Context: an optimization exercise on an open-source flow, tuned for small area, a short achievable clock period and few clock cycles per item. The choices shown serve that exercise and are no tape-out recipe. Where RTL was checked, it was by simulation tests only, not by an equivalence proof against the original. For run 6, only the layout was checked, not whether the RTL still works. Power is estimated from default activity; no workload was simulated.

$ cat config.mk
export PLATFORM = sky130hd
export DESIGN_NAME = int_pipe_top
export DESIGN_NICKNAME = int_pipe_top
export VERILOG_FILES = /design/flow/design.v
export SDC_FILE = /design/flow/constraint.sdc
export NUM_CORES = 4
export LEC_CHECK = 0
export ABC_AREA = 1
export CAP_MARGIN = 20
export CORE_MARGIN = 2
export CORE_UTILIZATION = 40
export SETUP_SLACK_MARGIN = 2.0
export SLEW_MARGIN = 20
$ cat constraint.sdc
create_clock -name core_clock -period 7.0 [get_ports {clk}]
set_input_delay 1.4000 -clock core_clock [delete_from_list [all_inputs] [get_ports {clk}]]
set_output_delay 1.4000 -clock core_clock [all_outputs]
set_load 0.01 [all_outputs]
$ cat design.v
`timescale 1ns/1ps
`default_nettype none
package int_pipe_pkg;
    typedef logic [31:0] word_t;
    typedef logic [31:0] instr_t;
    typedef logic [4:0]  reg_addr_t;
    typedef logic [4:0]  shamt_t;
    localparam logic [5:0] OP_SPECIAL = 6'b000000;
    localparam logic [5:0] FN_MOVZ = 6'b001010;
    localparam logic [5:0] FN_MOVN = 6'b001011;
    localparam logic [5:0] FN_SYNC = 6'b001111;
endpackage
`default_nettype wire
`timescale 1ns/1ps
`default_nettype none
import int_pipe_pkg::*;
module instr_decoder (
    input  int_pipe_pkg::instr_t    instr,
    input  logic                    rt_zero,
    output logic                    sel_sum,       
    output logic                    sel_slt,       
    output logic                    sel_g,         
    output logic                    sel_p,         
    output logic                    sel_nor,       
    output logic                    sel_lui,       
    output logic                    sel_shr,       
    output logic                    sel_shl,       
    output logic                    sub,           
    output logic                    lt_signed,
    output logic                    srcb_imm,      
    output logic                    srcb_zero,     
    output logic                    imm_sext,      
    output logic                    sft_var,
    output logic                    sft_left,
    output logic                    sft_arith,
    output logic                    wen,
    output int_pipe_pkg::reg_addr_t dest,
    output logic                    reserved
);
    logic [5:0] op;
    logic [5:0] fn;
    logic       special;
    logic       r_arith;      
    logic       r_log;        
    logic       r_slt;        
    logic       r_sft;        
    logic       r_mov;        
    logic       r_sync;
    logic       i_add;        
    logic       i_slt;        
    logic       i_log;        
    logic       i_lui;        
    logic       any_log;
    logic [1:0] lop;
    assign op      = instr[31:26];
    assign fn      = instr[5:0];
    assign special = (op == OP_SPECIAL);
    assign r_arith = special && (fn[5:2] == 4'b1000);
    assign r_log   = special && (fn[5:2] == 4'b1001);
    assign r_slt   = special && (fn[5:1] == 5'b10101);
    assign r_sft   = special && (fn[5:3] == 3'b000) && (fn[1:0] != 2'b01);
    assign r_mov   = special && (fn[5:1] == 5'b00101);
    assign r_sync  = special && (fn == FN_SYNC);
    assign i_add   = (op[5:1] == 5'b00100);
    assign i_slt   = (op[5:1] == 5'b00101);
    assign i_log   = (op[5:2] == 4'b0011) && (op[1:0] != 2'b11);
    assign i_lui   = (op == 6'b001111);
    assign any_log = r_log || i_log;
    assign lop     = special ? fn[1:0] : op[1:0];
    assign sel_g   = any_log && !lop[1];
    assign sel_p   = (any_log && (lop == 2'b01 || lop == 2'b10)) || r_mov;
    assign sel_nor = r_log && (lop == 2'b11);
    assign sel_lui = i_lui;
    assign sel_sum   = r_arith || i_add;
    assign sel_slt   = r_slt || i_slt;
    assign sel_shr   = r_sft && fn[1];
    assign sel_shl   = r_sft && !fn[1];
    assign sub       = special ? (fn[5] && !fn[2] && fn[1]) : (!op[2] && op[1]);
    assign lt_signed = special ? !fn[0] : !op[0];
    assign srcb_imm  = !special;
    assign srcb_zero = r_mov;
    assign imm_sext  = !op[2];
    assign sft_var   = fn[2];
    assign sft_left  = !fn[1];
    assign sft_arith = fn[0];
    assign reserved = !(r_arith || r_log || r_slt || r_sft || r_mov || r_sync
                        || i_add || i_slt || i_log || i_lui);
    assign wen      = r_mov ? (rt_zero ^ fn[0]) : !(reserved || r_sync);
    assign dest     = (reserved || r_sync) ? 5'd0 : (special ? instr[15:11] : instr[20:16]);
endmodule
`default_nettype wire
`timescale 1ns/1ps
`default_nettype none
import int_pipe_pkg::*;
module exec_unit (
    input  int_pipe_pkg::instr_t    instr,
    input  int_pipe_pkg::word_t     rs_val,
    input  int_pipe_pkg::word_t     rt_val,
    input  logic                    sel_sum,
    input  logic                    sel_slt,
    input  logic                    sel_g,
    input  logic                    sel_p,
    input  logic                    sel_nor,
    input  logic                    sel_lui,
    input  logic                    sel_shr,
    input  logic                    sel_shl,
    input  logic                    sub,
    input  logic                    lt_signed,
    input  logic                    srcb_imm,
    input  logic                    srcb_zero,
    input  logic                    imm_sext,
    input  logic                    sft_var,
    input  logic                    sft_left,
    input  logic                    sft_arith,
    output int_pipe_pkg::word_t     result
);
    logic [15:0]          imm;
    int_pipe_pkg::word_t  srcb;
    int_pipe_pkg::word_t  bx;
    int_pipe_pkg::word_t  p;
    int_pipe_pkg::word_t  g;
    int_pipe_pkg::word_t  cy;
    int_pipe_pkg::word_t  sum;
    int_pipe_pkg::word_t  sft_in;
    int_pipe_pkg::word_t  sft_out;
    int_pipe_pkg::word_t  sft_rev;
    int_pipe_pkg::shamt_t sft_amt;
    logic                 lt;
    logic                 fill;
    assign imm  = instr[15:0];
    assign srcb = srcb_imm ? {{16{imm_sext & imm[15]}}, imm} : (rt_val & {32{!srcb_zero}});
    assign bx   = srcb ^ {32{sub}};
    assign p    = rs_val ^ bx;
    assign g    = rs_val & bx;
    always_comb
    begin
        logic [31:0] gg;
        logic [31:0] pp;
        gg    = g;
        pp    = p;
        gg[0] = g[0] | (p[0] & sub);
        for (int l = 0; l < 5; l++)
            for (int i = 0; i < 32; i++)
                if ((i >> l) & 1)
                begin
                    gg[i] = gg[i] | (pp[i] & gg[((i >> l) << l) - 1]);
                    pp[i] = pp[i] & pp[((i >> l) << l) - 1];
                end
        cy = {gg[30:0], sub};
    end
    assign sum = p ^ cy;
    assign lt = (rs_val[31] ^ srcb[31]) ? (lt_signed ? rs_val[31] : srcb[31]) : sum[31];
    assign sft_amt = sft_var ? rs_val[4:0] : instr[10:6];
    assign fill    = sft_arith & rt_val[31];
    always_comb
    begin
        for (int i = 0; i < 32; i++)
            sft_in[i] = sft_left ? rt_val[31 - i] : rt_val[i];
    end
    assign sft_out = 32'($signed({fill, sft_in}) >>> sft_amt);
    always_comb
    begin
        for (int i = 0; i < 32; i++)
            sft_rev[i] = sft_out[31 - i];
    end
    assign result = ({32{sel_sum}} & sum)
                  | ({32{sel_g}}   & g)
                  | ({32{sel_p}}   & p)
                  | ({32{sel_nor}} & ~(rs_val | srcb))
                  | ({32{sel_lui}} & {imm, 16'h0000})
                  | ({32{sel_slt}} & {31'b0, lt})
                  | ({32{sel_shr}} & sft_out)
                  | ({32{sel_shl}} & sft_rev);
endmodule
`default_nettype wire
`timescale 1ns/1ps
`default_nettype none
import int_pipe_pkg::*;
module result_stage (
    input  logic                     clk,
    input  logic                     reset,
    input  logic                     in_valid,
    output logic                     in_ready,
    input  logic                     sel_wen,
    input  int_pipe_pkg::reg_addr_t  sel_dest,
    input  int_pipe_pkg::word_t      sel_data,
    input  logic                     sel_reserved,
    output logic                     out_valid,
    input  logic                     out_ready,
    output logic                     out_wen,
    output int_pipe_pkg::reg_addr_t  out_dest,
    output int_pipe_pkg::word_t      out_data,
    output logic                     out_reserved
);
    assign in_ready = !out_valid || out_ready;
    always_ff @(posedge clk)
    begin
        if (reset)
            out_valid <= 1'b0;
        else if (in_ready)
            out_valid <= in_valid;
    end
    always_ff @(posedge clk)
    begin
        if (in_valid && in_ready)
        begin
            out_wen      <= sel_wen;
            out_dest     <= sel_dest;
            out_data     <= sel_data;
            out_reserved <= sel_reserved;
        end
    end
endmodule
`default_nettype wire
`timescale 1ns/1ps
`default_nettype none
import int_pipe_pkg::*;
module int_pipe_top (
    input  logic                     clk,
    input  logic                     reset,
    input  logic                     in_valid,
    output logic                     in_ready,
    input  int_pipe_pkg::instr_t     instr,
    input  int_pipe_pkg::word_t      rs_data,
    input  int_pipe_pkg::word_t      rt_data,
    output logic                     out_valid,
    input  logic                     out_ready,
    output logic                     out_wen,
    output int_pipe_pkg::reg_addr_t  out_dest,
    output int_pipe_pkg::word_t      out_data,
    output logic                     out_reserved
);
    logic sel_sum, sel_slt, sel_g, sel_p, sel_nor, sel_lui, sel_shr, sel_shl;
    logic sub, lt_signed, srcb_imm, srcb_zero, imm_sext;
    logic sft_var, sft_left, sft_arith;
    logic wen, reserved;
    int_pipe_pkg::reg_addr_t dest;
    int_pipe_pkg::word_t     result;
    instr_decoder u_instr_decoder (
        .instr     (instr),
        .rt_zero   (rt_data == '0),
        .sel_sum   (sel_sum),
        .sel_slt   (sel_slt),
        .sel_g     (sel_g),
        .sel_p     (sel_p),
        .sel_nor   (sel_nor),
        .sel_lui   (sel_lui),
        .sel_shr   (sel_shr),
        .sel_shl   (sel_shl),
        .sub       (sub),
        .lt_signed (lt_signed),
        .srcb_imm  (srcb_imm),
        .srcb_zero (srcb_zero),
        .imm_sext  (imm_sext),
        .sft_var   (sft_var),
        .sft_left  (sft_left),
        .sft_arith (sft_arith),
        .wen       (wen),
        .dest      (dest),
        .reserved  (reserved)
    );
    exec_unit u_exec_unit (
        .instr     (instr),
        .rs_val    (rs_data),
        .rt_val    (rt_data),
        .sel_sum   (sel_sum),
        .sel_slt   (sel_slt),
        .sel_g     (sel_g),
        .sel_p     (sel_p),
        .sel_nor   (sel_nor),
        .sel_lui   (sel_lui),
        .sel_shr   (sel_shr),
        .sel_shl   (sel_shl),
        .sub       (sub),
        .lt_signed (lt_signed),
        .srcb_imm  (srcb_imm),
        .srcb_zero (srcb_zero),
        .imm_sext  (imm_sext),
        .sft_var   (sft_var),
        .sft_left  (sft_left),
        .sft_arith (sft_arith),
        .result    (result)
    );
    result_stage u_result_stage (
        .clk          (clk),
        .reset        (reset),
        .in_valid     (in_valid),
        .in_ready     (in_ready),
        .sel_wen      (wen),
        .sel_dest     (dest),
        .sel_data     (result),
        .sel_reserved (reserved),
        .out_valid    (out_valid),
        .out_ready    (out_ready),
        .out_wen      (out_wen),
        .out_dest     (out_dest),
        .out_data     (out_data),
        .out_reserved (out_reserved)
    );
endmodule
`default_nettype wire
$ cat flow/run.sh
#!/bin/bash
# The standard layout with two changes:
#  - the full and half adder cells are added to the don't-use list, so
#    synthesis leaves adders as plain gates for ABC to map
#  - the port buffers are the smallest plain buffer (buf_1) instead of the
#    default delay buffer
set -e
DU="$(cat flow/dont_use.txt)"
export BUFFER_PORTS_ARGS="-buffer_cell sky130_fd_sc_hd__buf_1"
bash standard.sh "DONT_USE_CELLS=$DU" finish > standard.log 2>&1
$ cat flow/dont_use.txt
sky130_fd_sc_hd__probe_p_8 sky130_fd_sc_hd__probec_p_8 sky130_fd_sc_hd__lpflow_bleeder_1 sky130_fd_sc_hd__lpflow_clkbufkapwr_1 sky130_fd_sc_hd__lpflow_clkbufkapwr_16 sky130_fd_sc_hd__lpflow_clkbufkapwr_2 sky130_fd_sc_hd__lpflow_clkbufkapwr_4 sky130_fd_sc_hd__lpflow_clkbufkapwr_8 sky130_fd_sc_hd__lpflow_clkinvkapwr_1 sky130_fd_sc_hd__lpflow_clkinvkapwr_16 sky130_fd_sc_hd__lpflow_clkinvkapwr_2 sky130_fd_sc_hd__lpflow_clkinvkapwr_4 sky130_fd_sc_hd__lpflow_clkinvkapwr_8 sky130_fd_sc_hd__lpflow_decapkapwr_12 sky130_fd_sc_hd__lpflow_decapkapwr_3 sky130_fd_sc_hd__lpflow_decapkapwr_4 sky130_fd_sc_hd__lpflow_decapkapwr_6 sky130_fd_sc_hd__lpflow_decapkapwr_8 sky130_fd_sc_hd__lpflow_inputiso0n_1 sky130_fd_sc_hd__lpflow_inputiso0p_1 sky130_fd_sc_hd__lpflow_inputiso1n_1 sky130_fd_sc_hd__lpflow_inputiso1p_1 sky130_fd_sc_hd__lpflow_inputisolatch_1 sky130_fd_sc_hd__lpflow_isobufsrc_1 sky130_fd_sc_hd__lpflow_isobufsrc_16 sky130_fd_sc_hd__lpflow_isobufsrc_2 sky130_fd_sc_hd__lpflow_isobufsrc_4 sky130_fd_sc_hd__lpflow_isobufsrc_8 sky130_fd_sc_hd__lpflow_isobufsrckapwr_16 sky130_fd_sc_hd__lpflow_lsbuf_lh_hl_isowell_tap_1 sky130_fd_sc_hd__lpflow_lsbuf_lh_hl_isowell_tap_2 sky130_fd_sc_hd__lpflow_lsbuf_lh_hl_isowell_tap_4 sky130_fd_sc_hd__lpflow_lsbuf_lh_isowell_4 sky130_fd_sc_hd__lpflow_lsbuf_lh_isowell_tap_1 sky130_fd_sc_hd__lpflow_lsbuf_lh_isowell_tap_2 sky130_fd_sc_hd__lpflow_lsbuf_lh_isowell_tap_4  sky130_fd_sc_hd__fa_1 sky130_fd_sc_hd__fa_2 sky130_fd_sc_hd__fa_4 sky130_fd_sc_hd__ha_1 sky130_fd_sc_hd__ha_2 sky130_fd_sc_hd__ha_4
$ cat standard.sh
#!/bin/bash
# synth_recipe.tcl (not shown) runs the flow's synth.tcl, then flattens the netlist and writes it again
# the make line also repeats each setting of config.mk as NAME=value (left out here)
make -C /OpenROAD-flow-scripts/flow DESIGN_CONFIG=/design/flow/config.mk WORK_HOME=/design/flow/orfs CLKGATE_MAP_FILE= SYNTH_SCRIPT=/design/flow/synth_recipe.tcl "${@:-finish}"
==> impl_metrics.py, run 1 <==
metrics = {
    "run_status": {
        "outcome": "no timing/DRC/antenna violations",
    },
    "global_routing": {
        "antenna_found_initial": 0,
        "gr-usage-all-layers_pct": 32.2,
        "grt_max_degree": 52,
        "grt_pass1_vias": 8624,
        "grt_overflow": 0,
        "grt_pass1_wl_um": 49700,
    },
    "floorplan": {
        "io_pins": 141,
        "fp.coreArea_mm2": 0.0186,
        "fp.dieW_um": 142,
        "initial_utilization_pct": 40.7,
        "die-area_mm2": 0.0201,
        "num_rows": 50,
        "die_y_um": 142,
    },
    "timing": {
        "slew_violations": 0,
        "period_minus_slack_ps": 4740,
        "tns_ps": 0,
        "clock.fmax_ghz": 0.211,
        "grt_setup_unrepaired": "false",
        "period_share_pct": 67.7,
        "timing.slew.headroom_pct": 40.9,
        "setup_viol": 0,
        "skew_ps": 10.9,
        "tightest_slew_ps": 885,
        "hold_viol_final": 0,
    },
    "cts": {
        "clk_pin_slew_ps": 60,
        "cts_buffers": 5,
        "cts_hold_buf": 0,
        "cts_root_buf": "clkbuf_16",
        "h-tree-depth": 2,
        "clk_latency_ps": 300,
        "cts_setup_buffers": 0,
        "cts_tree": "yes",
        "cts_sinks": 40,
        "cts_buffer_depth": 2,
    },
    "yosys": {
        "synth.distinct_cells": 52,
        "ys_async_sr_fraction_pct": 0,
        "avgSynthCellArea_um2": 5.35,
        "seq_area_frac_synth_pct": 15.7,
        "synth_ff_type": "edfxtp_1",
        "syn_nets": 1518,
        "synth_edf_count": 39,
        "netlist_area_mm2": 0.00758,
        "ys_seq_elements": 40,
        "yosysWarnings": 2,
        "syn_inst": 1418,
    },
    "layout": {
        "finalInstanceArea_mm2": 0.00837,
        "nets": 1613,
        "nFillCells": 2118,
        "diodes": 0,
        "area_growth_syn_to_layout_pct": 10.4,
        "final_cell_mix": "nand2_1, o21ai_0, nand3_1",
        "final_common_cell": "nand2_1",
        "drive_gt1_share_pct": 5.02,
    },
    "setup_path": {
        "rrSetupSlack_ps": 5690,
        "worstPathArrival_ps": 4810,
        "crit_required_ps": 7070,
        "worstSetupStartpointType": "input port",
        "path_max_fanout": 24,
        "end_kind": "flip-flop",
        "crit_type": "input port to flip-flop",
    },
    "routing": {
        "highest_layer": "met4",
        "routedWlPerCell_um": 19.1,
        "wl_met1_um": 14100,
        "routed-wl-met2_um": 14000,
        "vias": 10200,
        "via_per_inst": 5.84,
        "drcViolationCount": 0,
        "wl_um": 33400,
        "wl_met3_um": 3920,
        "ant_nets": 0,
        "drtPass1Iterations": 6,
        "drt_iter0_markers": 1027,
    },
    "worst_hold_path": {
        "min_path_type": "flip-flop to flip-flop",
    },
    "placement": {
        "dp_hpwl_um": 26500,
        "place.gp.congestion": 1.01,
        "port_buffers": 135,
        "postPlaceCellArea_mm2": 0.00822,
    },
    "pwr": {
        "vdd_drop_max_uv": 80.0,
        "power.leakage_nw": 3.86,
        "power_density_mw_per_mm2": 130,
    },
    "run": {
        "maxCapViolCount": 0,
    },
}
==> through the flow <==
step	instances	worst slack, ps	hold slack (ps)	util (%)	power [mW]
CTS	1748	2130	539	44.9	1.08
finish	1748	2260	535	44.9	1.09
detailed placement	1740	1550	532	44.1	0.844
floorplan	1418	3200	577	-	0.665
global placement	1740	1630	519	44.1	0.841
global route	1748	2030	552	44.9	1.16
==> per-layer routing <==
metal,up-vias,track usage [%]
li1,4966,-
met1,4565,45.5
met2,598,48.7
met3,74,6.07
met4,0,11.9
met5,-,0
==> critical path, stage by stage <==
cell and delay (ps):
buf_1 110, nor2_2 190, nand2_2 110, nor2_4 550, nand2_2 250, o21ai_0 520, nand2_1 100, nand3_1 150
nand2_1 160, nor2_1 160, nand2_1 70, nor2_1 80, nand2_1 80, nand2_2 270, nand2_1 150, nand3_1 100
nand2_1 50, o21ai_0 300
==> area by class of cell <==
cell class | count | area, µm² | area share, %
Multi-Input combinational cell | 1169 | 5570 | 66.5
Sequential cell | 40 | 1190 | 14.2
Timing Repair Buffer | 151 | 636 | 7.59
Inverter | 146 | 548 | 6.54
Tap cell | 234 | 293 | 3.50
Clock buffer | 7 | 133 | 1.58
Clock inverter | 1 | 5.00 | 0.0598
==> synthesized netlist by cell type, types with 7 or more instances <==
cell type / n / area (µm²)
nand2_1: 518 / 1940
o21ai_0: 168 / 841
nand3_1: 137 / 686
inv_1: 128 / 480
nor2_1: 87 / 327
a21oi_1: 71 / 355
clkbuf_1: 44 / 165
edfxtp_1: 39 / 1170
nor3_1: 23 / 115
o21ai_1: 14 / 70.1
inv_2: 12 / 45.0
o221ai_1: 12 / 105
or2_2: 12 / 75.1
nor4_1: 11 / 68.8
o32ai_1: 11 / 96.3
o211ai_1: 10 / 75.1
nand4_1: 9 / 56.3
buf_2: 8 / 40.0
o22ai_1: 8 / 50.1
a211oi_1: 7 / 52.6
buf_6: 7 / 78.8
==> sequential cells by signal, indices dropped and copies added (netlist names) <==
name / cells
u_result_stage.out_data: 32
u_result_stage.out_wen: 1
u_result_stage.out_reserved: 1
u_result_stage.out_valid: 1
u_result_stage.out_dest: 5
==> repair_timing <==
| action | in CTS | in global routing |
|---|---|---|
| pin swaps | 0 | 0 |
| endpoints found under the setup margin | 12 | 17 |
| resized for setup | 1 | 4 |
| cloned | 0 | 0 |
==> worst paths after layout <==
check                                        startpoint                                        to  cells after the start
setup / recovery                              instr[27]     u_result_stage.out_data[17]$_DFFE_PP_                     18
hold / removal    u_result_stage.out_valid$_SDFFE_PP0N_     u_result_stage.out_valid$_SDFFE_PP0N_                      2
setup reg to reg  u_result_stage.out_valid$_SDFFE_PP0N_  u_result_stage.out_dest[3]$_SDFFCE_PN0P_                      2
hold reg to reg   u_result_stage.out_valid$_SDFFE_PP0N_     u_result_stage.out_valid$_SDFFE_PP0N_                      2
==> cells by family after synthesis <==
group / after synthesis / share of synthesized area (%)
compound gates: 330 / 24.9
xor+xnor: 7 / 0.907
buf+inv: 209 / 11.3
simple gates: 828 / 46.7
mux: 4 / 0.528
flops: 40 / 15.7
==> power breakdown <==
| part | internal, mW | switching [mW] |
|---|---|---|
| sequential | 0.280 | 0.00371 |
| combinational | 0.156 | 0.417 |
| clock | 0.132 | 0.103 |
Testbench counts, summed over its fixed seeds: cycles 16,008, items 16,000.
==> run 2, diff against run 1 <==
--- a/config.mk
+++ b/config.mk
@@ -9,5 +9,5 @@
 export CAP_MARGIN = 20
 export CORE_MARGIN = 2
 export CORE_UTILIZATION = 40
-export SETUP_SLACK_MARGIN = 2.0
+export SETUP_SLACK_MARGIN = 2.5
 export SLEW_MARGIN = 20
==> run 2 against run 1 <==
- die area is the same
- via count rose by 0.93%
- register-to-register slack barely moved
- largest cell class unchanged
- highest routed layer unchanged
==> impl_metrics.py, run 2 <==
metrics = {
    "yosys": {
        "synthTopCellsByArea": "nand2_1, edfxtp_1, o21ai_0",
        "ys_async_sr_fraction_pct": 0,
        "yosysTopAreaCell": "nand2_1",
        "syn_nets": 1518,
        "syn_inst": 1418,
        "yosys-top-cells-count": "nand2_1, o21ai_0, nand3_1, inv_1, nor2_1",
        "yosysWarnings": 2,
        "netlist_area_mm2": 0.00758,
        "synth_top_area_share_pct": 25.6,
        "synth_edf_count": 39,
        "synth_ff_type": "edfxtp_1",
        "seq_area_frac_synth_pct": 15.7,
        "avgSynthCellArea_um2": 5.35,
        "synth.distinct_cells": 52,
        "synth.most_common_cell": "nand2_1",
        "ys_seq_elements": 40,
    },
    "cts": {
        "clk_latency_ps": 290,
        "cts_tree": "yes",
        "cts_root_buf": "clkbuf_16",
        "clk_pin_slew_ps": 70,
        "cts_buffers": 5,
        "h-tree-depth": 2,
        "cts_sinks": 40,
        "cts_buffer_depth": 2,
    },
    "worst_hold_path": {
        "hold_depth": 2,
        "min_from": "u_result_stage.out_valid$_SDFFE_PP0N_",
        "holdPathEnd": "u_result_stage.out_valid$_SDFFE_PP0N_",
        "min_path_type": "flip-flop to flip-flop",
    },
    "timing": {
        "tns_ps": 0,
        "setup_viol": 0,
        "hold_viol_final": 0,
        "tightest_slew_ps": 884,
        "period_minus_slack_ps": 4500,
        "period_share_pct": 64.2,
        "slew_violations": 0,
        "grt_setup_unrepaired": "false",
        "timing.slew.headroom_pct": 41.0,
        "skew_ps": 9.71,
        "clock.fmax_ghz": 0.222,
    },
    "floorplan": {
        "die_y_um": 142,
        "initial_utilization_pct": 40.7,
        "fp.dieW_um": 142,
        "io_pins": 141,
        "fp.coreArea_mm2": 0.0186,
        "die-area_mm2": 0.0201,
        "num_rows": 50,
    },
    "routing": {
        "drcViolationCount": 0,
        "drtPass1Iterations": 8,
        "wl_um": 34200,
        "drt_iter0_markers": 1235,
        "vias": 10300,
        "ant_nets": 0,
        "via_per_inst": 5.84,
        "routedWlPerCell_um": 19.4,
    },
    "pwr": {
        "vdd_drop_max_uv": 79.0,
        "power_density_mw_per_mm2": 129,
        "power.leakage_nw": 3.93,
    },
    "layout": {
        "largest_reg_flops": 32,
        "regMostFlops": "u_result_stage.out_data",
        "final_cell_mix": "nand2_1, o21ai_0, nand3_1",
        "nets": 1628,
        "drive_gt1_share_pct": 6.28,
        "final_cells": 1764,
        "area_growth_syn_to_layout_pct": 12.9,
        "final_common_cell": "nand2_1",
        "top_regs": "u_result_stage.out_data (32), u_result_stage.out_dest (5)",
    },
    "setup_path": {
        "worstSetupStartpointType": "input port",
        "crit_required_ps": 6990,
        "end_kind": "flip-flop",
        "reg2reg_from": "u_result_stage.out_valid$_SDFFE_PP0N_",
        "reg2regPathDepth": 2,
        "worstPathArrival_ps": 4480,
        "path_max_fanout": 12,
        "crit_type": "input port to flip-flop",
        "rrSetupSlack_ps": 5690,
        "timing.rr.end": "u_result_stage.out_dest[3]$_SDFFCE_PN0P_",
    },
    "global_routing": {
        "grt_pass1_wl_um": 50100,
        "grt_pass1_vias": 8692,
        "grt_overflow": 0,
        "antenna_found_initial": 1,
        "gr-usage-all-layers_pct": 32.5,
        "grt_max_degree": 52,
    },
    "placement": {
        "dp_hpwl_um": 26500,
        "place_inst": 1740,
        "place.gp.congestion": 1.01,
        "port_buffers": 135,
    },
    "run": {
        "maxCapViolCount": 0,
    },
    "run_status": {
        "outcome": "no timing/DRC/antenna violations",
    },
}
==> run 2: cell counts after synthesis <==
Identical to the previous run, type by type.
==> run 2: logic make-up (layout without fill, tap and decap cells) <==
kind of cell,Yosys count,after routing,synth area share (%)
flops,40,40,15.7
simple gates,828,831,46.7
other cells,0,1,0
compound gates,330,330,24.9
mux,4,4,0.528
xor+xnor,7,7,0.907
buf+inv,209,317,11.3
==> run 2: worst max-delay path, stage by stage <==
cell and delay (ps):
buf_1 360, inv_1 260, o31ai_2 470, nand2_1 160
nand3_1 120, nand2_1 380, inv_1 310, nor2_1 70
nor3_1 660, o221ai_1 290
==> run 2: layout make-up <==
type                       count  area [µm²]
clock inverter                 1        5.00
timing repair buffer         162         748
multi-input combinational   1172        5630
sequential                    40        1190
timing repair inverter         1        5.00
tap                          234         293
fill                        2105       10100
inverter                     146         554
antenna                        1        2.50
clock buffer                   7         133
==> run 2: repair_timing <==
item                                    4_1_cts  5_1_grt
hold buffers                                  0        0
gates resized for setup                       7       16
buffers inserted                              2        9
endpoints found under the setup margin       31       25
pin swaps                                     2        3
cloned                                        1        3
==> run 2: worst max-delay path by stage <==
stage / startpoint / endpoint / slack (ps) / cells past startpoint
5_1_grt: instr[29] / u_result_stage.out_data[0]$_DFFE_PP_ / 2500 / 20
4_1_cts: instr[29] / u_result_stage.out_data[17]$_DFFE_PP_ / 2520 / 19
2_1_floorplan: in_valid / u_result_stage.out_data[0]$_DFFE_PP_ / 3200 / 2
6_report: instr[0] / u_result_stage.out_data[2]$_DFFE_PP_ / 2500 / 10
3_5_place_dp: instr[1] / u_result_stage.out_data[17]$_DFFE_PP_ / 1550 / 21
3_3_place_gp: instr[1] / u_result_stage.out_data[17]$_DFFE_PP_ / 1630 / 21
==> run 2: metal layers <==
layer  global-route usage, %  share of wire (%)
met1                    45.5                 42
met2                    48.6                 41
met5                       0                  0
met4                    13.1                4.5
met3                    6.61                 12
==> run 2: power breakdown <==
group | leakage (nW) | internal, mW | switching, mW | total (mW)
sequential | 0.395 | 0.280 | 0.00373 | 0.284
combinational | 3.47 | 0.160 | 0.425 | 0.585
clock | 0.0679 | 0.132 | 0.101 | 0.234
total | 3.93 | 0.572 | 0.530 | 1.10
==> run 2: through the flow <==
step	instance area (µm²)	total power, mW	worst slack (ps)	hold slack (ps)	utilization [%]
final	8560	1.10	2500	535	45.9
after global routing	8560	1.17	2500	552	45.9
after CTS	8410	1.08	2520	539	45.1
after detailed placement	8220	0.844	1550	532	44.1
after global placement	8220	0.841	1630	519	44.1
after floorplan	7580	0.665	3200	577	-
==> run 3, diff against run 2 <==
--- a/config.mk
+++ b/config.mk
@@ -9,5 +9,5 @@
 export CAP_MARGIN = 20
 export CORE_MARGIN = 2
 export CORE_UTILIZATION = 40
-export SETUP_SLACK_MARGIN = 2.5
+export SETUP_SLACK_MARGIN = 3.5
 export SLEW_MARGIN = 20
==> run 3 against run 2 <==
- via count increased by 15%
- sequential share of layout area decreased by 3.7 points
- die area unchanged
- flip-flop and latch count unchanged
- clock skew about the same
- combinational power increased by 49%
- non-clock buffer count increased by 139
- critical path type unchanged
- largest power group unchanged
- wire length increased by 19%
- total power increased by 27%
- area after synthesis unchanged
==> impl_metrics.py, run 3 <==
metrics = {
    "layout": {
        "nets": 1775,
        "top_regs": "u_result_stage.out_data (32), u_result_stage.out_dest (5)",
        "final_cells": 1910,
        "final_cell_mix": "nand2_1, buf_1, inv_1",
        "regMostFlops": "u_result_stage.out_data",
        "diodes": 0,
        "nFillCells": 1697,
        "fin_util_pct": 62.5,
        "drive_gt1_share_pct": 30.8,
        "finalInstanceArea_mm2": 0.0116,
        "final_common_cell": "nand2_1",
        "largest_reg_flops": 32,
        "area_growth_syn_to_layout_pct": 53.5,
    },
    "yosys": {
        "synth.most_common_cell": "nand2_1",
        "ys_seq_elements": 40,
        "avgSynthCellArea_um2": 5.35,
        "synth_edf_count": 39,
        "yosysTopAreaCell": "nand2_1",
        "yosys-top-cells-count": "nand2_1, o21ai_0, nand3_1, inv_1, nor2_1",
        "ys_async_sr_fraction_pct": 0,
        "synth_top_area_share_pct": 25.6,
        "synth.distinct_cells": 52,
        "synth_ff_type": "edfxtp_1",
        "synthTopCellsByArea": "nand2_1, edfxtp_1, o21ai_0",
        "syn_nets": 1518,
        "seq_area_frac_synth_pct": 15.7,
        "yosysWarnings": 2,
        "syn_inst": 1418,
        "netlist_area_mm2": 0.00758,
    },
    "cts": {
        "cts_sinks": 40,
        "cts_buffers": 5,
        "clk_pin_slew_ps": 60,
        "clk_latency_ps": 300,
        "cts_buffer_depth": 2,
        "cts_tree": "yes",
        "h-tree-depth": 2,
        "cts_root_buf": "clkbuf_16",
    },
    "setup_path": {
        "cp_common_cell": "nand2_2",
        "slowest_stage": "o211ai_1",
        "rrSetupSlack_ps": 5680,
        "crit_type": "input port to flip-flop",
        "path_cells": "buf_6 -> nor2_4 -> buf_6 -> nand2_8 -> nor2_4 -> buf_12 -> nand2_8 -> o211ai_1 -> nand3_1 -> nand2_1 -> nand2_2 -> nand2_1 -> nand2_2 -> a21oi_4 -> nand2_8 -> nand2_4 -> nand2_2 -> nand2_2 -> nand2_1 -> nand2_1 -> nand2_2",
        "crit_required_ps": 7040,
        "path_max_fanout": 8,
        "max_stage_delay_ps": 290,
        "reg2regPathDepth": 2,
        "end_kind": "flip-flop",
        "worstSetupStartpointType": "input port",
        "worstPathArrival_ps": 3960,
    },
    "floorplan": {
        "io_pins": 141,
        "fp.dieW_um": 142,
        "initial_utilization_pct": 40.7,
        "num_rows": 50,
        "fp.coreArea_mm2": 0.0186,
        "die-area_mm2": 0.0201,
        "die_y_um": 142,
    },
    "routing": {
        "routed-wl-met2_um": 16400,
        "via_per_inst": 6.18,
        "wl_um": 40600,
        "drtPass1Iterations": 6,
        "wl_met3_um": 5960,
        "highest_layer": "met4",
        "routedWlPerCell_um": 21.3,
        "drcViolationCount": 0,
        "wl_met1_um": 15200,
        "vias": 11800,
        "ant_nets": 0,
        "drt_iter0_markers": 1635,
    },
    "run_status": {
        "outcome": "no timing/DRC/antenna violations",
    },
    "worst_hold_path": {
        "hold_depth": 2,
        "min_path_type": "flip-flop to flip-flop",
    },
    "global_routing": {
        "grt_pass1_wl_um": 56900,
        "gr-usage-all-layers_pct": 36.9,
        "grt_pass1_vias": 10000,
        "grt_overflow": 0,
        "grt_max_degree": 40,
        "antenna_found_initial": 0,
    },
    "timing": {
        "hold_viol_final": 0,
        "timing.slew.headroom_pct": 55.2,
        "skew_ps": 9.48,
        "slew_violations": 0,
        "whs_ps": 536,
        "setup_viol": 0,
        "period_share_pct": 56.1,
        "tightest_slew_ps": 672,
        "tns_ps": 0,
        "period_minus_slack_ps": 3930,
        "clock.fmax_ghz": 0.255,
        "grt_setup_unrepaired": "true",
    },
    "run": {
        "maxCapViolCount": 0,
    },
    "placement": {
        "port_buffers": 135,
        "postPlaceCellArea_mm2": 0.00829,
        "dp_hpwl_um": 26100,
        "place_inst": 1740,
        "place.gp.congestion": 1.08,
    },
    "pwr": {
        "power.leakage_nw": 5.15,
        "vdd_drop_max_uv": 79.5,
        "power_density_mw_per_mm2": 120,
    },
}
-- run 3: changes by cell type in the layout (fill, tap and decap cells not counted), sizes merged --
cell and change:
clkinv -1, buf +132, nand2 +1, o21bai +1
clkbuf +5, diode -1, clkinvlp +6, inv -3
bufbuf +2, nor2 +1, nand3 +3
-- run 3: where the power goes --
group          leakage [nW]  switching (mW)  internal (mW)
clock                0.0701           0.102          0.142
sequential            0.395         0.00376          0.280
combinational          4.68           0.566          0.308
total                  5.15           0.671          0.731
-- run 3: worst max-delay path, delay by kind of cell --
family	cells	cell delay, ps
compound gates	2	580
buf+inv	3	380
simple gates	16	1590
-- run 3: worst paths after layout --
check / from / endpoint
max: instr[30] / u_result_stage.out_data[31]$_DFFE_PP_
min: u_result_stage.out_valid$_SDFFE_PP0N_ / u_result_stage.out_valid$_SDFFE_PP0N_
max reg2reg: u_result_stage.out_valid$_SDFFE_PP0N_ / u_result_stage.out_data[29]$_DFFE_PP_
min reg2reg: u_result_stage.out_valid$_SDFFE_PP0N_ / u_result_stage.out_valid$_SDFFE_PP0N_
-- run 3: area by class of cell --
class	count	area (µm²)	share of cell area, %
clock buffers	7	143	1.23
clock inverters	1	7.51	0.0645
inverters	146	596	5.11
multi-input cells	1178	7060	60.6
flip-flops and latches	40	1190	10.2
well taps	234	293	2.51
repair buffers	301	2330	20.1
repair inverters	3	20.0	0.172
-- run 3: metrics by stage --
| stage | worst slack, ps | power, mW |
|---|---|---|
| after floorplan | 3430 | 0.672 |
| after global routing | 2930 | 1.47 |
| after CTS | 3290 | 1.26 |
| final | 3070 | 1.40 |
| after global placement | 1790 | 0.847 |
| after detailed placement | 1770 | 0.851 |
-- run 3: kinds of logic (layout without fill, tap and decap cells) --
group,after synthesis,in the layout,share of synthesized area [%]
AOI/OAI and AO/OA,330,331,24.9
xor gates and xnor gates,7,7,0.907
buffers and inverters,209,458,11.3
DFF,40,40,15.7
muxes,4,4,0.528
and+or+nand+nor,828,836,46.7
-- run 3: what timing repair did --
item,in CTS,in global routing
setup endpoints to repair,33,33
cloned,16,4
gates resized for setup,297,169
pin swaps,73,81
hold buffers,0,0
buffers inserted,101,41
-- run 3: per-layer routing --
| metal | vias up | GRT usage [%] |
|---|---|---|
| met5 | - | 0 |
| met1 | 5312 | 49.3 |
| li1 | 5322 | - |
| met3 | 236 | 10.5 |
| met4 | 0 | 19.1 |
| met2 | 929 | 53.9 |
==> run 4, diff against run 3 <==
--- a/config.mk
+++ b/config.mk
@@ -9,5 +9,5 @@
 export CAP_MARGIN = 20
 export CORE_MARGIN = 2
 export CORE_UTILIZATION = 40
-export SETUP_SLACK_MARGIN = 3.5
+export SETUP_SLACK_MARGIN = 2.75
 export SLEW_MARGIN = 20
==> run 4 against run 3 <==
- still clean
- first-iteration DRC count fell by 19%
- clock power down 3%
- non-clock buffer count fell by 127
- fmax is 7.8% lower
- sequential power hardly changed
- worst setup slack lost 330 ps
- utilization decreased by 15 points
- design area is 24% lower
- critical path type unchanged
- critical endpoint is now u_result_stage.out_data[10]$_DFFE_PP_
==> impl_metrics.py, run 4 <==
metrics = {
    "run_status": {
        "outcome": "no timing/DRC/antenna violations",
    },
    "setup_path": {
        "crit_required_ps": 7030,
        "timing.rr.end": "u_result_stage.out_dest[3]$_SDFFCE_PN0P_",
        "rrSetupSlack_ps": 5690,
        "reg2regPathDepth": 2,
        "worstPathArrival_ps": 4290,
        "crit_type": "input port to flip-flop",
        "crit_family": "buffers and inverters",
        "slowest_stage": "o31ai_2",
        "worstSetupStartpointType": "input port",
        "cp_num_buf_inv": 4,
        "endpoint": "u_result_stage.out_data[10]$_DFFE_PP_",
        "path_cells": "buf_1 -> inv_1 -> o31ai_2 -> nand2_1 -> nand3_1 -> nand2_2 -> inv_1 -> buf_4 -> o221ai_1 -> a221oi_1 -> nand2_1",
        "path_depth": 11,
        "max_stage_delay_ps": 480,
        "reg2reg_from": "u_result_stage.out_valid$_SDFFE_PP0N_",
        "path_max_fanout": 18,
        "end_kind": "flip-flop",
        "critPathLaunch": "instr[0]",
    },
    "yosys": {
        "yosys-top-cells-count": "nand2_1, o21ai_0, nand3_1, inv_1, nor2_1",
        "synth_ff_type": "edfxtp_1",
        "ys_async_sr_fraction_pct": 0,
        "synthXorXnorAreaFrac_pct": 0.907,
        "netlist_area_mm2": 0.00758,
        "synth.distinct_cells": 52,
        "yosysWarnings": 2,
        "synth-simple-area-share_pct": 46.7,
        "synth_compound_gate_area_share_pct": 24.9,
        "syn_inst": 1418,
        "synth.most_common_cell": "nand2_1",
        "synth_adder_area_share_pct": 0,
        "seq_area_frac_synth_pct": 15.7,
        "synth_top_area_share_pct": 25.6,
        "synthTopCellsByArea": "nand2_1, edfxtp_1, o21ai_0",
        "ys_seq_elements": 40,
        "synth_top_family_by_area": "simple AND/OR/NAND/NOR gates",
        "syn_nets": 1518,
        "yosysTopAreaCell": "nand2_1",
        "synthMuxAreaShare_pct": 0.528,
        "avgSynthCellArea_um2": 5.35,
        "synth_edf_count": 39,
    },
    "cts": {
        "cts_buffers": 5,
        "cts_root_buf": "clkbuf_16",
        "cts_hold_buf": 0,
        "clk_pin_slew_ps": 60,
        "cts_sinks": 40,
        "h-tree-depth": 2,
        "cts_buffer_depth": 2,
        "clk_latency_ps": 300,
        "cts_tree": "yes",
    },
    "layout": {
        "drive_gt1_share_pct": 8.88,
        "top_regs": "u_result_stage.out_data (32), u_result_stage.out_dest (5)",
        "regArea_mm2": 0.00119,
        "final_common_cell": "nand2_1",
        "final_cell_mix": "nand2_1, o21ai_0, nand3_1",
        "nets": 1642,
        "finalInstanceArea_mm2": 0.00887,
        "diodes": 0,
        "largest_reg_flops": 32,
        "area_growth_syn_to_layout_pct": 17.0,
        "fin_util_pct": 47.6,
        "regMostFlops": "u_result_stage.out_data",
        "multiInputGateArea_mm2": 0.00578,
        "nFillCells": 2065,
    },
    "pwr": {
        "vdd_drop_max_uv": 81.1,
        "power_density_mw_per_mm2": 127,
        "power.leakage_nw": 4.04,
        "finalPower_mw": 1.13,
    },
    "timing": {
        "period_share_pct": 60.8,
        "period_minus_slack_ps": 4260,
        "tightest_slew_ps": 773,
        "hold_viol_final": 0,
        "finalWorstSetupSlack_ps": 2740,
        "grt_setup_unrepaired": "true",
        "slew_violations": 0,
        "timing.slew.headroom_pct": 47.9,
        "skew_ps": 11.5,
        "clock.fmax_ghz": 0.235,
        "setup_viol": 0,
        "tns_ps": 0,
    },
    "placement": {
        "dp_slack_ps": 1550,
        "place.gp.congestion": 1.01,
        "dp_hpwl_um": 26500,
        "postPlaceCellArea_mm2": 0.00822,
        "port_buffers": 135,
    },
    "global_routing": {
        "grt_pass1_wl_um": 50600,
        "gr-usage-all-layers_pct": 32.9,
        "grt_pass1_vias": 8727,
        "grt_max_degree": 52,
        "grt_overflow": 0,
        "antenna_found_initial": 0,
    },
    "routing": {
        "drcViolationCount": 0,
        "ant_nets": 0,
        "routedWlPerCell_um": 19.7,
        "via_per_inst": 5.92,
        "wl_um": 35000,
        "drt_iter0_markers": 1318,
        "drtPass1Iterations": 6,
        "vias": 10500,
    },
    "floorplan": {
        "die-area_mm2": 0.0201,
        "initial_utilization_pct": 40.7,
        "num_rows": 50,
        "io_pins": 141,
        "fp.dieW_um": 142,
        "die_y_um": 142,
        "fp.coreArea_mm2": 0.0186,
    },
    "worst_hold_path": {
        "hold_depth": 2,
        "min_path_type": "flip-flop to flip-flop",
    },
    "run": {
        "maxCapViolCount": 0,
    },
}
==> run 4: kinds of logic (layout without fill, tap and decap cells) <==
| kind of cell | after synthesis | in the layout |
|---|---|---|
| AND/OR/NAND/NOR | 828 | 833 |
| AO/OA/AOI/OAI | 330 | 330 |
| buffers and inverters | 209 | 329 |
| flip-flops | 40 | 40 |
| XOR/XNOR | 7 | 7 |
| multiplexers | 4 | 4 |
==> run 4: where the power goes <==
part           internal (mW)  total, mW  switching [mW]
logic                  0.170      0.606           0.436
registers              0.280      0.284         0.00372
clock network          0.132      0.236           0.103
==> run 4: metrics by stage <==
stage / instances / hold WS, ps
2_1_floorplan: 1418 / 577
3_3_place_gp: 1740 / 519
3_5_place_dp: 1740 / 532
4_1_cts: 1755 / 539
5_1_grt: 1777 / 552
6_report: 1777 / 535
==> run 4: per-layer routing <==
metal / GRT usage, % / part of all wire, %
met1: 46.1 / 41
met2: 48.7 / 42
met3: 6.75 / 13
met4: 14.4 / 4.5
met5: 0 / 0
==> run 4: area by class of cell <==
type | instances | area share [%]
inverter | 146 | 6.33
clock buffer | 7 | 1.49
timing repair buffer | 174 | 10.3
multi-input combinational | 1174 | 65.1
tap | 234 | 3.30
clock inverter | 1 | 0.0564
sequential | 40 | 13.4
timing repair inverter | 1 | 0.0564
==> run 4: timing repair <==
item                       4_1_cts  5_1_grt
setup endpoints to repair       32       29
cloned                           2        5
resized for setup               16       49
pin swaps                        4       14
setup buffers                    5       17
==> run 4: how the worst min path moves through the flow <==
stage                                          startpoint                                     to
floorplan           u_result_stage.out_valid$_SDFFE_PP0N_  u_result_stage.out_valid$_SDFFE_PP0N_
global placement    u_result_stage.out_valid$_SDFFE_PP0N_  u_result_stage.out_valid$_SDFFE_PP0N_
detailed placement  u_result_stage.out_valid$_SDFFE_PP0N_  u_result_stage.out_valid$_SDFFE_PP0N_
CTS                 u_result_stage.out_valid$_SDFFE_PP0N_  u_result_stage.out_valid$_SDFFE_PP0N_
global route        u_result_stage.out_valid$_SDFFE_PP0N_  u_result_stage.out_valid$_SDFFE_PP0N_
finish              u_result_stage.out_valid$_SDFFE_PP0N_  u_result_stage.out_valid$_SDFFE_PP0N_
==> run 4: worst register-to-register path: stages, from the launching register on <==
cell and delay, ps:
dfxtp_1 340, a21oi_4 140, buf_4 460
==> run 5, diff against run 4 <==
--- a/config.mk
+++ b/config.mk
@@ -9,5 +9,5 @@
 export CAP_MARGIN = 20
 export CORE_MARGIN = 2
 export CORE_UTILIZATION = 40
-export SETUP_SLACK_MARGIN = 2.75
+export SETUP_SLACK_MARGIN = 3.0
 export SLEW_MARGIN = 20
==> run 5 against run 4 <==
- die area unchanged
- design area rose by 5.7%
- sequential power about the same
- total power grew 4.6%
- fmax is 5.7% higher
- sequential share of layout area down 0.72 points
- clock skew down 1.7 ps
- cell count up 1.4%
- highest routed layer unchanged
- worst setup slack better by 230 ps
- area after synthesis unchanged
- still clean on timing, DRC and antenna
==> impl_metrics.py, run 5 <==
metrics = {
    "global_routing": {
        "grt_pass1_vias": 8849,
        "grt_pass1_wl_um": 51100,
        "gr-usage-all-layers_pct": 33.3,
        "grt_max_degree": 52,
        "grt_overflow": 0,
        "antenna_found_initial": 1,
    },
    "pwr": {
        "vdd_drop_max_uv": 82.1,
        "power_density_mw_per_mm2": 126,
        "power.leakage_nw": 4.24,
    },
    "layout": {
        "drive_gt1_share_pct": 15.0,
        "nets": 1666,
        "regArea_mm2": 0.00119,
        "finalInstanceArea_mm2": 0.00938,
        "area_growth_syn_to_layout_pct": 23.6,
        "multiInputGateArea_mm2": 0.00608,
        "nFillCells": 2015,
        "final_cell_mix": "nand2_1, o21ai_0, buf_1",
        "top_regs": "u_result_stage.out_data (32), u_result_stage.out_dest (5)",
        "largest_reg_flops": 32,
        "regMostFlops": "u_result_stage.out_data",
        "final_common_cell": "nand2_1",
        "final_cells": 1802,
    },
    "routing": {
        "drcViolationCount": 0,
        "ant_nets": 0,
        "wl_um": 35900,
        "drtPass1Iterations": 7,
        "via_per_inst": 5.92,
        "routedWlPerCell_um": 19.9,
        "drt_iter0_markers": 1378,
        "vias": 10700,
    },
    "cts": {
        "clk_latency_ps": 300,
        "h-tree-depth": 2,
        "cts_sinks": 40,
        "cts_buffers": 5,
        "cts_tree": "yes",
        "clk_pin_slew_ps": 70,
        "cts_root_buf": "clkbuf_16",
        "cts_buffer_depth": 2,
        "cts_hold_buf": 0,
    },
    "yosys": {
        "synthTopCellsByArea": "nand2_1, edfxtp_1, o21ai_0",
        "ys_seq_elements": 40,
        "synth_edf_count": 39,
        "yosys-top-cells-count": "nand2_1, o21ai_0, nand3_1, inv_1, nor2_1",
        "synth.most_common_cell": "nand2_1",
        "synth_top_area_share_pct": 25.6,
        "seq_area_frac_synth_pct": 15.7,
        "synth_ff_type": "edfxtp_1",
        "netlist_area_mm2": 0.00758,
        "syn_inst": 1418,
        "synth.distinct_cells": 52,
        "syn_nets": 1518,
        "yosysWarnings": 2,
        "avgSynthCellArea_um2": 5.35,
        "ys_async_sr_fraction_pct": 0,
        "yosysTopAreaCell": "nand2_1",
    },
    "floorplan": {
        "fp.dieW_um": 142,
        "fp.coreArea_mm2": 0.0186,
        "io_pins": 141,
        "die-area_mm2": 0.0201,
        "initial_utilization_pct": 40.7,
        "die_y_um": 142,
        "num_rows": 50,
    },
    "timing": {
        "tns_ps": 0,
        "period_share_pct": 57.5,
        "grt_setup_unrepaired": "true",
        "clock.fmax_ghz": 0.248,
        "hold_viol_final": 0,
        "period_minus_slack_ps": 4030,
        "timing.slew.headroom_pct": 43.5,
        "slew_violations": 0,
        "setup_viol": 0,
        "skew_ps": 9.87,
        "tightest_slew_ps": 839,
        "finalWorstSetupSlack_ps": 2970,
    },
    "setup_path": {
        "crit_type": "input port to flip-flop",
        "crit_required_ps": 7000,
        "end_kind": "flip-flop",
        "worstSetupStartpointType": "input port",
        "path_max_fanout": 12,
        "worstPathArrival_ps": 4020,
    },
    "placement": {
        "place.gp.congestion": 1.01,
        "dp_slack_ps": 1550,
        "dp_hpwl_um": 26500,
        "place_inst": 1740,
        "postPlaceCellArea_mm2": 0.00822,
        "port_buffers": 135,
    },
    "run": {
        "maxCapViolCount": 0,
    },
    "worst_hold_path": {
        "min_path_type": "flip-flop to flip-flop",
    },
    "run_status": {
        "outcome": "no timing/DRC/antenna violations",
    },
}
## run 5: kinds of logic (layout without fill, tap and decap cells)
family,count (synthesis),count (layout),synth area share [%]
AOI/OAI and AO/OA,330,330,24.9
xor gates and xnor gates,7,7,0.907
buffers and inverters,209,353,11.3
DFF,40,40,15.7
muxes,4,4,0.528
other,0,1,0
and+or+nand+nor,828,833,46.7
## run 5: critical path: stages
cell      delay [ps]
buf_1            320
inv_1            260
o31ai_4          380
nand2_1          160
nand3_1          130
nand2_2          230
inv_1            270
nor2_1            60
nor3_1           530
o221ai_1         270
## run 5: where the power goes
part / switching [mW] / internal (mW)
Combinational: 0.462 / 0.195
Sequential: 0.00371 / 0.280
Clock: 0.104 / 0.132
## run 5: area by class of cell
type / count / share of cell area, %
inverter: 146 / 6.02
tap: 234 / 3.12
timing repair buffer: 196 / 11.6
sequential: 40 / 12.7
timing repair inverter: 3 / 0.213
antenna: 1 / 0.0267
clock buffer: 7 / 1.41
clock inverter: 1 / 0.0534
multi-input combinational: 1174 / 64.9
## run 5: metrics by stage
stage	util [%]	hold WS (ps)	power (mW)
after global routing	50.3	552	1.25
after detailed placement	44.1	532	0.844
after floorplan	-	577	0.665
after global placement	44.1	519	0.841
after CTS	46.3	539	1.09
final	50.3	535	1.18
## run 5: what timing repair did
item / in CTS / in global routing
setup endpoints to repair: 33 / 32
buffers inserted: 12 / 31
pin swaps: 8 / 29
gates cloned: 5 / 5
resized for setup: 29 / 148
## run 5: routing by layer
layer	vias up	track usage (%)	share of wire (%)
met5	-	0	0
met4	0	14.9	4.5
met1	4801	46.6	40
met3	90	6.92	13
li1	5092	-	-
met2	681	49.1	42
## run 5: path summary, 6_finish.rpt
kind	start	end	slack, ps	depth (start not counted)
min reg2reg	u_result_stage.out_valid$_SDFFE_PP0N_	u_result_stage.out_valid$_SDFFE_PP0N_	540	2
max reg2reg	u_result_stage.out_valid$_SDFFE_PP0N_	u_result_stage.out_dest[3]$_SDFFCE_PN0P_	5680	2
max	instr[0]	u_result_stage.out_data[1]$_DFFE_PP_	2970	10
min	u_result_stage.out_valid$_SDFFE_PP0N_	u_result_stage.out_valid$_SDFFE_PP0N_	540	2
==> run 6, diff against run 5 <==
--- a/design.v
+++ b/design.v
@@ -140,12 +140,17 @@
         pp    = p;
         gg[0] = g[0] | (p[0] & sub);
         for (int l = 0; l < 5; l++)
-            for (int i = 0; i < 32; i++)
-                if ((i >> l) & 1)
-                begin
-                    gg[i] = gg[i] | (pp[i] & gg[((i >> l) << l) - 1]);
-                    pp[i] = pp[i] & pp[((i >> l) << l) - 1];
-                end
+            for (int i = (2 << l) - 1; i < 32; i += (2 << l))
+            begin
+                gg[i] = gg[i] | (pp[i] & gg[i - (1 << l)]);
+                pp[i] = pp[i] & pp[i - (1 << l)];
+            end
+        for (int l = 3; l >= 0; l--)
+            for (int i = (3 << l) - 1; i < 32; i += (2 << l))
+            begin
+                gg[i] = gg[i] | (pp[i] & gg[i - (1 << l)]);
+                pp[i] = pp[i] & pp[i - (1 << l)];
+            end
         cy = {gg[30:0], sub};
     end
     assign sum = p ^ cy;
==> run 6 against run 5 <==
- global-route usage fell by 0.46 points
- sequential share of layout area fell by 1.7 points
- die area is 0.44% lower
- highest routed layer unchanged
==> impl_metrics.py, run 6 <==
metrics = {
    "run_status": {
        "outcome": "no timing/DRC/antenna violations",
    },
    "layout": {
        "fin_util_pct": 57.9,
        "area_growth_syn_to_layout_pct": 43.0,
        "final_cells": 1767,
        "top_regs": "u_result_stage.out_data (32), u_result_stage.out_dest (5)",
        "diodes": 0,
        "regMostFlops": "u_result_stage.out_data",
        "finalInstanceArea_mm2": 0.0108,
        "drive_gt1_share_pct": 28.0,
        "final_cell_mix": "nand2_1, o21ai_0, inv_1",
        "nets": 1632,
        "final_common_cell": "nand2_1",
        "largest_reg_flops": 32,
    },
    "cts": {
        "clk_latency_ps": 290,
        "cts_buffers": 5,
        "h-tree-depth": 2,
        "cts_root_buf": "clkbuf_16",
        "clk_pin_slew_ps": 60,
        "cts_buffer_depth": 2,
        "cts_tree": "yes",
        "cts_sinks": 40,
    },
    "worst_hold_path": {
        "hold_depth": 2,
        "min_path_type": "flip-flop to flip-flop",
    },
    "setup_path": {
        "end_kind": "flip-flop",
        "cp_num_buf_inv": 6,
        "crit_type": "input port to flip-flop",
        "reg2regPathDepth": 2,
        "worstPathArrival_ps": 4270,
        "slowest_stage": "a21o_4",
        "worstSetupStartpointType": "input port",
        "crit_required_ps": 7010,
        "path_depth": 24,
        "max_stage_delay_ps": 210,
        "path_max_fanout": 5,
        "cp_common_cell": "nand2_2",
        "crit_family": "simple AND/OR/NAND/NOR gates",
        "path_cells": "buf_8 -> nor2_4 -> clkinvlp_4 -> buf_6 -> nor2_8 -> buf_6 -> nand3_4 -> nand2_2 -> nand2_1 -> nand2_1 -> nand2_1 -> nand2_2 -> nor2_4 -> nand2_2 -> nand2_2 -> a21oi_4 -> nand2_4 -> buf_4 -> buf_6 -> a21o_4 -> nand2_2 -> nand3_2 -> nand2_2 -> o221ai_4",
    },
    "routing": {
        "drtPass1Iterations": 6,
        "wl_um": 35200,
        "drt_iter0_markers": 1145,
        "via_per_inst": 5.81,
        "ant_nets": 0,
        "vias": 10300,
        "routedWlPerCell_um": 19.9,
        "drcViolationCount": 0,
    },
    "yosys": {
        "yosysTopAreaCell": "nand2_1",
        "yosys-top-cells-count": "nand2_1, o21ai_0, inv_1, nand3_1, nor2_1",
        "avgSynthCellArea_um2": 5.83,
        "syn_nets": 1395,
        "syn_inst": 1295,
        "netlist_area_mm2": 0.00755,
        "synthTopCellsByArea": "nand2_1, edfxtp_1, o21ai_0",
        "synth_edf_count": 39,
        "synth.distinct_cells": 60,
        "synth.most_common_cell": "nand2_1",
        "ys_async_sr_fraction_pct": 0,
        "synth_top_area_share_pct": 18.7,
        "synth_ff_type": "edfxtp_1",
        "ys_seq_elements": 40,
        "yosysWarnings": 2,
        "seq_area_frac_synth_pct": 15.8,
    },
    "run": {
        "maxCapViolCount": 0,
    },
    "global_routing": {
        "gr-usage-all-layers_pct": 32.8,
        "grt_pass1_wl_um": 50900,
        "grt_pass1_vias": 8953,
        "grt_overflow": 0,
        "antenna_found_initial": 0,
        "grt_max_degree": 45,
    },
    "pwr": {
        "internal_power_mw": 0.723,
        "power_density_mw_per_mm2": 121,
        "finalPower_mw": 1.31,
        "combPwrFrac_pct": 58.3,
        "vdd_drop_max_uv": 122,
        "clkPwrFrac_pct": 20.1,
        "power.leakage_nw": 4.77,
        "p_seq_share_pct": 21.6,
        "p_switching_mw": 0.587,
        "p_sw_share_pct": 44.8,
    },
    "placement": {
        "postPlaceCellArea_mm2": 0.00817,
        "dp_hpwl_um": 23900,
        "dp_slack_ps": 1670,
        "place.gp.congestion": 0.994,
        "place_inst": 1620,
        "port_buffers": 135,
    },
    "timing": {
        "setup_viol": 0,
        "tightest_slew_ps": 687,
        "hold_viol_final": 0,
        "whs_ps": 528,
        "skew_ps": 7.42,
        "slew_violations": 0,
        "period_share_pct": 60.9,
        "clock.fmax_ghz": 0.234,
        "finalWorstSetupSlack_ps": 2740,
        "timing.slew.headroom_pct": 53.7,
        "period_minus_slack_ps": 4260,
        "tns_ps": 0,
        "grt_setup_unrepaired": "true",
    },
    "floorplan": {
        "fp.coreArea_mm2": 0.0186,
        "die_y_um": 141,
        "die-area_mm2": 0.0200,
        "fp.dieW_um": 141,
        "num_rows": 50,
        "initial_utilization_pct": 40.5,
        "io_pins": 141,
    },
}
[run 6: changes by cell type after synthesis, moves of 11 or more]
cell,before,now
nand2_1,518,376
a21oi_1,71,60
nor2_1,87,73
nand3_2,5,22
nand2_2,4,52
nand3_1,137,78
[run 6: kinds of logic after synthesis]
kind of cell / Yosys count / share of synthesized area (%)
buf+inv: 211 / 11.9
simple gates: 687 / 42.6
compound gates: 330 / 26.0
mux: 6 / 0.796
xor+xnor: 21 / 2.83
flops: 40 / 15.8
[run 6: repair_timing]
item	CTS	global route
buffers inserted	86	41
endpoints found under the setup margin	32	31
gates cloned	10	2
hold buffers	0	0
pin swaps	51	62
resized for setup	138	168
[run 6: final timing paths]
check	startpoint	to	slack [ps]
hold reg to reg	u_result_stage.out_valid$_SDFFE_PP0N_	u_result_stage.out_valid$_SDFFE_PP0N_	530
setup / recovery	instr[29]	u_result_stage.out_data[19]$_DFFE_PP_	2740
setup reg to reg	u_result_stage.out_valid$_SDFFE_PP0N_	u_result_stage.out_dest[2]$_SDFFCE_PN0P_	5700
hold / removal	u_result_stage.out_valid$_SDFFE_PP0N_	u_result_stage.out_valid$_SDFFE_PP0N_	530
[run 6: power by group through the flow]
stage | sequential [mW] | combinational, mW | clock, mW
5_1_grt | 0.285 | 0.824 | 0.272
3_3_place_gp | 0.289 | 0.541 | 0
6_report | 0.284 | 0.764 | 0.263
2_1_floorplan | 0.298 | 0.370 | 0
3_5_place_dp | 0.289 | 0.543 | 0
4_1_cts | 0.284 | 0.635 | 0.269
[run 6: layout make-up]
class,count,area (µm²)
fillers,1769,7850
multi-input cells,1049,6400
repair buffers,285,2140
flip-flops and latches,40,1190
inverters,148,587
well taps,234,293
clock buffers,6,129
clock inverters,2,35.0
repair inverters,3,17.5
[run 6: metal layers]
layer / share of wire [%] / wire (µm) / vias up / global-route usage [%]
met4: 5.4 / 1900 / 0 / 14.4
met2: 44 / 15400 / 596 / 51.7
met5: 0 / 0 / - / 0
met1: 41 / 14300 / 4684 / 44.3
li1: - / - / 4866 / -
met3: 10 / 3580 / 115 / 5.43
[run 6: worst reg2reg max path, cell delays in order, from the launching register on]
cell and delay [ps]:
dfxtp_1 340, a21oi_4 140, buf_4 440
==> run 7, diff against run 6 <==
--- a/design.v
+++ b/design.v
@@ -140,17 +140,12 @@
         pp    = p;
         gg[0] = g[0] | (p[0] & sub);
         for (int l = 0; l < 5; l++)
-            for (int i = (2 << l) - 1; i < 32; i += (2 << l))
-            begin
-                gg[i] = gg[i] | (pp[i] & gg[i - (1 << l)]);
-                pp[i] = pp[i] & pp[i - (1 << l)];
-            end
-        for (int l = 3; l >= 0; l--)
-            for (int i = (3 << l) - 1; i < 32; i += (2 << l))
-            begin
-                gg[i] = gg[i] | (pp[i] & gg[i - (1 << l)]);
-                pp[i] = pp[i] & pp[i - (1 << l)];
-            end
+            for (int i = 0; i < 32; i++)
+                if ((i >> l) & 1)
+                begin
+                    gg[i] = gg[i] | (pp[i] & gg[((i >> l) << l) - 1]);
+                    pp[i] = pp[i] & pp[((i >> l) << l) - 1];
+                end
         cy = {gg[30:0], sub};
     end
     assign sum = p ^ cy;
==> flow/run.sh (replaced) <==
#!/bin/bash
# The standard layout with three changes:
#  - synthesis maps with the ABC script in flow/abc_area.script (ABC_AREA=1
#    picks it up from a copy of the ORFS scripts folder; nothing else differs)
#  - the full and half adder cells are added to the don't-use list, so
#    synthesis leaves adders as plain gates for ABC to map
#  - the port buffers are the smallest plain buffer (buf_1) instead of the
#    default delay buffer
set -e
rm -rf scripts
cp -r "$FLOW_HOME/scripts" scripts
cp flow/abc_area.script scripts/abc_area.script
DU="$(cat flow/dont_use.txt)"
export BUFFER_PORTS_ARGS="-buffer_cell sky130_fd_sc_hd__buf_1"
bash standard.sh SCRIPTS_DIR="$PWD/scripts" "DONT_USE_CELLS=$DU" finish > standard.log 2>&1
==> flow/abc_area.script (new file) <==
strash
dch
map -B 0.9
topo
--- a/config.mk
+++ b/config.mk
@@ -8,6 +8,6 @@
 export ABC_AREA = 1
 export CAP_MARGIN = 20
 export CORE_MARGIN = 2
-export CORE_UTILIZATION = 40
-export SETUP_SLACK_MARGIN = 3.0
+export CORE_UTILIZATION = 50
+export SETUP_SLACK_MARGIN = 2.75
 export SLEW_MARGIN = 20
==> run 7 against run 6 <==
- still clean
- non-clock buffer count is 99 lower
- total power down 9.1%
- sequential share of layout area rose by 2.2 points
- combinational power fell by 18%
- register-to-register slack got worse by 40 ps
- flip-flop and latch count is the same
- die area is 24% lower
==> impl_metrics.py, run 7 <==
metrics = {
    "run_status": {
        "outcome": "no timing/DRC/antenna violations",
    },
    "yosys": {
        "synth.most_common_cell": "nand2_1",
        "syn_nets": 1455,
        "ys_seq_elements": 40,
        "yosys-top-cells-count": "nand2_1, o21ai_0, clkinv_1, nand3_1, nor2_1",
        "synth.distinct_cells": 34,
        "synth_top_area_share_pct": 27.4,
        "syn_inst": 1355,
        "synth_edf_count": 39,
        "yosysWarnings": 2,
        "seq_area_frac_synth_pct": 16.7,
        "ys_async_sr_fraction_pct": 0,
        "avgSynthCellArea_um2": 5.28,
        "synth_ff_type": "edfxtp_1",
        "synthTopCellsByArea": "nand2_1, edfxtp_1, o21ai_0",
        "yosysTopAreaCell": "nand2_1",
        "netlist_area_mm2": 0.00715,
    },
    "setup_path": {
        "critPathLaunch": "instr[29]",
        "rrSetupSlack_ps": 5660,
        "worstPathArrival_ps": 4280,
        "worstSetupStartpointType": "input port",
        "path_max_fanout": 7,
        "endpoint": "u_result_stage.out_data[29]$_DFFE_PP_",
        "reg2reg_from": "u_result_stage.out_valid$_SDFFE_PP0N_",
        "crit_type": "input port to flip-flop",
        "reg2regPathDepth": 2,
        "timing.rr.end": "u_result_stage.out_reserved$_DFFE_PP_",
        "crit_required_ps": 7040,
        "end_kind": "flip-flop",
    },
    "routing": {
        "drt_iter0_markers": 1704,
        "drtPass1Iterations": 8,
        "wl_um": 35000,
        "via_per_inst": 6.25,
        "routedWlPerCell_um": 20.1,
        "vias": 10900,
        "ant_nets": 0,
        "drcViolationCount": 0,
    },
    "timing": {
        "tns_ps": 0,
        "tightest_slew_ps": 850,
        "clock.fmax_ghz": 0.236,
        "timing.slew.headroom_pct": 43.0,
        "period_minus_slack_ps": 4250,
        "period_share_pct": 60.6,
        "hold_viol_final": 0,
        "skew_ps": 7.66,
        "slew_violations": 0,
        "setup_viol": 0,
        "grt_setup_unrepaired": "false",
    },
    "floorplan": {
        "num_rows": 43,
        "initial_utilization_pct": 51.3,
        "fp.dieW_um": 124,
        "die-area_mm2": 0.0153,
        "fp.coreArea_mm2": 0.0139,
        "die_y_um": 124,
        "io_pins": 141,
    },
    "placement": {
        "place.gp.congestion": 1.05,
        "port_buffers": 135,
        "postPlaceCellArea_mm2": 0.00812,
        "dp_hpwl_um": 24800,
    },
    "worst_hold_path": {
        "min_path_type": "flip-flop to flip-flop",
    },
    "layout": {
        "final_cell_mix": "nand2_1, o21ai_0, clkinv_1",
        "nets": 1656,
        "largest_reg_flops": 32,
        "drive_gt1_share_pct": 9.96,
        "final_common_cell": "nand2_1",
        "nFillCells": 1414,
        "top_regs": "u_result_stage.out_data (32), u_result_stage.out_dest (5)",
        "diodes": 0,
        "area_growth_syn_to_layout_pct": 26.2,
        "finalInstanceArea_mm2": 0.00902,
        "regMostFlops": "u_result_stage.out_data",
    },
    "cts": {
        "cts_tree": "yes",
        "h-tree-depth": 2,
        "clk_pin_slew_ps": 70,
        "clk_latency_ps": 300,
        "cts_buffer_depth": 2,
        "cts_buffers": 5,
        "cts_hold_buf": 0,
        "cts_root_buf": "clkbuf_16",
        "cts_sinks": 40,
    },
    "pwr": {
        "vdd_drop_max_uv": 107,
        "power_density_mw_per_mm2": 132,
        "power.leakage_nw": 3.67,
    },
    "global_routing": {
        "grt_max_degree": 52,
        "grt_pass1_vias": 9165,
        "grt_overflow": 0,
        "grt_pass1_wl_um": 50000,
        "antenna_found_initial": 1,
        "gr-usage-all-layers_pct": 43.5,
    },
    "run": {
        "maxCapViolCount": 0,
    },
}
==> run 7: changes by cell type after synthesis, sizes merged, moves of 13 or more <==
| cell | change |
|---|---|
| buf | -24 |
| nand2 | +90 |
| xor2 | -13 |
| clkinv | +142 |
| inv | -144 |
| nand3 | +41 |
| clkbuf | -39 |
==> run 7: layout make-up <==
class	instances	area, µm²	share of cell area (%)
multi-input cells	1177	5880	65.2
flip-flops and latches	40	1190	13.2
repair buffers	186	993	11.0
inverters	146	559	6.20
well taps	180	225	2.50
clock buffers	5	125	1.39
clock inverters	3	46.3	0.513
==> run 7: kinds of logic after synthesis <==
kind of cell / count (synthesis) / share of synthesized area (%)
simple gates: 828 / 48.0
mux: 4 / 0.560
buf+inv: 146 / 7.66
compound gates: 330 / 26.2
flops: 40 / 16.7
xor+xnor: 7 / 0.857
==> run 7: critical path, stage by stage <==
cell and delay, ps:
buf_1 170, nor2_4 200, clkinvlp_4 180, nor2_4 260
buf_12 150, nand2_8 80, o21ai_0 330, nand2_1 120
nand3_1 170, nand2_2 120, nor2_1 140, nand2_1 100
nor2_2 140, nand2_4 100, nand2_2 210, nand3_1 130
nand2_1 80, nand2_1 40, nand3_1 60, nand2_1 80
==> run 7: worst min path at each step <==
stage                                          start                                    end  slack [ps]  cells after the start
3_5_place_dp   u_result_stage.out_valid$_SDFFE_PP0N_  u_result_stage.out_valid$_SDFFE_PP0N_         540                      2
5_1_grt        u_result_stage.out_valid$_SDFFE_PP0N_  u_result_stage.out_valid$_SDFFE_PP0N_         570                      2
4_1_cts        u_result_stage.out_valid$_SDFFE_PP0N_  u_result_stage.out_valid$_SDFFE_PP0N_         550                      2
6_report       u_result_stage.out_valid$_SDFFE_PP0N_  u_result_stage.out_valid$_SDFFE_PP0N_         540                      2
3_3_place_gp   u_result_stage.out_valid$_SDFFE_PP0N_  u_result_stage.out_valid$_SDFFE_PP0N_         520                      2
2_1_floorplan  u_result_stage.out_valid$_SDFFE_PP0N_  u_result_stage.out_valid$_SDFFE_PP0N_         580                      2
==> run 7: per-layer routing <==
metal,wire length (µm),GRT usage (%),up-vias,part of all wire [%]
li1,-,-,5086,-
met1,13000,55.3,4808,37
met2,14800,67.5,756,42
met3,4570,9.84,204,13
met4,2630,25.7,2,7.5
met5,10,0,-,0.029
==> run 7: report_power, final <==
part / switching, mW / leakage (nW) / internal [mW]
clock network: 0.110 / 0.0804 / 0.170
registers: 0.00384 / 0.395 / 0.280
logic: 0.449 / 3.19 / 0.179
total: 0.563 / 3.67 / 0.629
==> run 7: stage by stage <==
| step | instances | power, mW | setup slack, ps | hold slack, ps | util [%] |
|---|---|---|---|---|---|
| detailed placement | 1691 | 0.835 | 1380 | 537 | 58.3 |
| finish | 1737 | 1.19 | 2750 | 541 | 64.8 |
| global placement | 1691 | 0.830 | 1440 | 525 | 58.3 |
| global route | 1737 | 1.26 | 2680 | 575 | 64.8 |
| floorplan | 1355 | 0.646 | 2750 | 577 | - |
| CTS | 1714 | 1.13 | 2750 | 546 | 61.6 |
==> run 7: repair_timing <==
item | CTS | global route
cloned | 5 | 4
pin swaps | 7 | 17
resized for setup | 37 | 69
endpoints found under the setup margin | 32 | 27
setup buffers | 10 | 19
Testbench counts of run 7, summed over its fixed seeds: cycles 16,008, items 16,000.

Check on run 7: ideal ports give 2.755 ns setup slack; a clkbuf_16 on the clock port and buf_2 on the inputs give 2.758 ns; moving port delays by the midpoint clock arrival (0.341 ns) as well gives 2.417 ns.
